Context: an optimization exercise on an open-source flow, tuned for a short achievable clock period and few clock cycles. The choices shown serve that exercise and are no tape-out recipe. Where RTL was checked, it was by simulation tests only, not by an equivalence proof against the original. Power is estimated from default activity; no workload was simulated.

oak:
==> flow/design.v (excerpt) <==
module rsc_core (
    input  wire logic           i_clk,
    input  wire logic           i_rst,
    input  wire rsc_pkg::word_t i_inst,
    output rsc_pkg::word_t      o_pc,
    input  wire rsc_pkg::word_t i_mem_rd_data,
    output rsc_pkg::word_t      o_mem_addr,
    output rsc_pkg::word_t      o_mem_wr_data,
    output logic                o_mem_wr_en
);
Settings: LEC_CHECK=0, CAP_MARGIN=20, CORE_MARGIN=2, CORE_UTILIZATION=40, SLEW_MARGIN=20; clock period 6.5 ns.
run.sh (not shown) runs the stock make flow with config.mk's settings and CLKGATE_MAP_FILE= SYNTH_SCRIPT=/design/flow/synth_recipe.tcl, a recipe that flattens the netlist after the stock synthesis.
The following lists how pine was set up differently from oak:
-- flow/config.mk --
<<< oak, line 9
export CORE_MARGIN = 2
export CORE_UTILIZATION = 40
export SLEW_MARGIN = 20
>>> pine, line 9
export CORE_MARGIN = 2
export CORE_UTILIZATION = 40
export SETUP_SLACK_MARGIN = 3
export SLEW_MARGIN = 20
Results
- Delta(share of power burned in combinational logic, pine - oak) > 0
- First-iteration DRC count in pine is 773 above oak.
- Taking oak as the reference, in pine synthesized cell count did not really move; arrival time of data at the critical path endpoint went down; final cell area excluding filler cells went up.
No functional check of the RTL was part of any run of this note.

---

rsc_core, a different RTL version from the one above (not shown whole).
Size: roughly 3600 cells after synthesis, about 43000 sq um of cells after synthesis.
// rsc_core
module rsc_core (
    input  wire logic           i_clk,
    input  wire logic           i_rst,
    input  wire rsc_pkg::word_t i_inst,
    output rsc_pkg::word_t      o_pc,
    input  wire rsc_pkg::word_t i_mem_rd_data,
    output rsc_pkg::word_t      o_mem_addr,
    output rsc_pkg::word_t      o_mem_wr_data,
    output logic                o_mem_wr_en
);
    localparam int BTB_N = 16;
    logic [15:0] r_pc;
    logic [15:0] r_pc_o;        
    logic        r_ras_v;
    logic [15:0] r_ras;
    logic        r_btb_v   [BTB_N];
    logic [3:0]  r_btb_tag [BTB_N];     
    logic [15:0] r_btb_tgt [BTB_N];
    logic        d_v;
    logic [15:0] d_pc;
    logic [15:0] d_inst;
    logic        d_ptaken;      
    logic        d_jpv;         
    logic [15:0] d_jtgt;
    logic        e_v;
    logic [15:0] e_pc;
    logic        e_wr;
    logic [2:0]  e_dst;
    logic        e_ld;
    logic        e_st;
    logic        e_beq;
    logic        e_jalr;
    logic        e_nand;
    logic        e_sela;        
    logic        e_selb;
    logic [15:0] e_opa;
    logic [15:0] e_opb;
    logic        e_asel;        
    logic        e_bsel;
    logic [15:0] e_aop;
    logic [15:0] e_bop;
    logic        e_ptaken;
    logic [15:0] e_alt;         
    logic        e_jpv;
    logic        e_mb_ab_n, e_mb_ab_t, e_mb_1b_n, e_mb_1b_t, e_mb_1a_n, e_mb_1a_t, e_mb_11_n;
    logic        e_mj_1, e_mj_a, e_mj_np;
    logic [15:0] e_jtgt;
    logic        x1_wr;
    logic [2:0]  x1_dst;
  ...
clock: 6.5 ns
lec_check: 0
cap_margin: 20
core_margin: 2
core_utilization: 55
setup_slack_margin: 5
slew_margin: 20
synth_hierarchical: 1
synth_minimum_keep_size: 0
standard.sh (not shown) runs the stock make flow with config.mk's settings and CLKGATE_MAP_FILE= SYNTH_SCRIPT=/design/flow/synth_recipe.tcl, a recipe that flattens the netlist after the stock synthesis.
==> flow/flow/run.sh <==
#!/bin/bash
# The standard layout (standard.sh), except that the port buffers are buf_4 cells,
# which the resizer may size, rather than the delay-cell buffers it picks by default.
set -euo pipefail
bash standard.sh "BUFFER_PORTS_ARGS=-buffer_cell sky130_fd_sc_hd__buf_4" finish > flow.log 2>&1
The baseline ran to the end with no violations.
Testbench counts at the start, summed over its fixed seeds: cycles 48,185.
Next try:
- CORE_UTILIZATION: 55 -> 40
What happened:
- cell area went up by 0.48%
- count of clock-buffer cells in the layout went down by 8
- combinational power went down by 3.7%
- final cell count went up by 6.2%
- total power is about the same
- clock power went up by 4.4%
- routed wire length went down by 7.8%
- utilization went down by 21 points
- global-route usage went down by 13 points
- non-clock buffer count went down by 33

separate check: timing with driven ports:
How much do the figures lean on ideal ports? The routed layouts below were timed once more, with nothing changed but the port constraints. Step 1, drivers: a clkbuf_16 drives i_clk and a buf_2 each remaining input, both assumed. Step 2 adds t to the input delays and takes it off the output delays; t is the mean of the earliest and latest rising clock arrival at the registers after step 1. Input paths then give back, and output paths get back, about the clock's delay inside the block. Three values: no drivers, after step 1, after step 2; two values: the first two.
| run | t, ns | slack for setup (ns) | worst slew at a driven data input, ns |
|---|---|---|---|
| oak | 0.755 | 0.991 / 0.991 / 0.991 | 0.12 |
| pine | 0.762 | 2.423 / 2.423 / 1.982 | 0.14 |
| the first run of note 2 | 0.732 | 3.774 / 3.565 / 2.832 | 0.33 |
| the second run of note 2 | 0.762 | 3.836 / 3.630 / 2.868 | 0.33 |
After both steps every run listed still meets setup and hold. For the second run of note 2, which loses most, drivers alone change the setup slack by -0.206 ns; drivers and shift together by -0.968 ns.
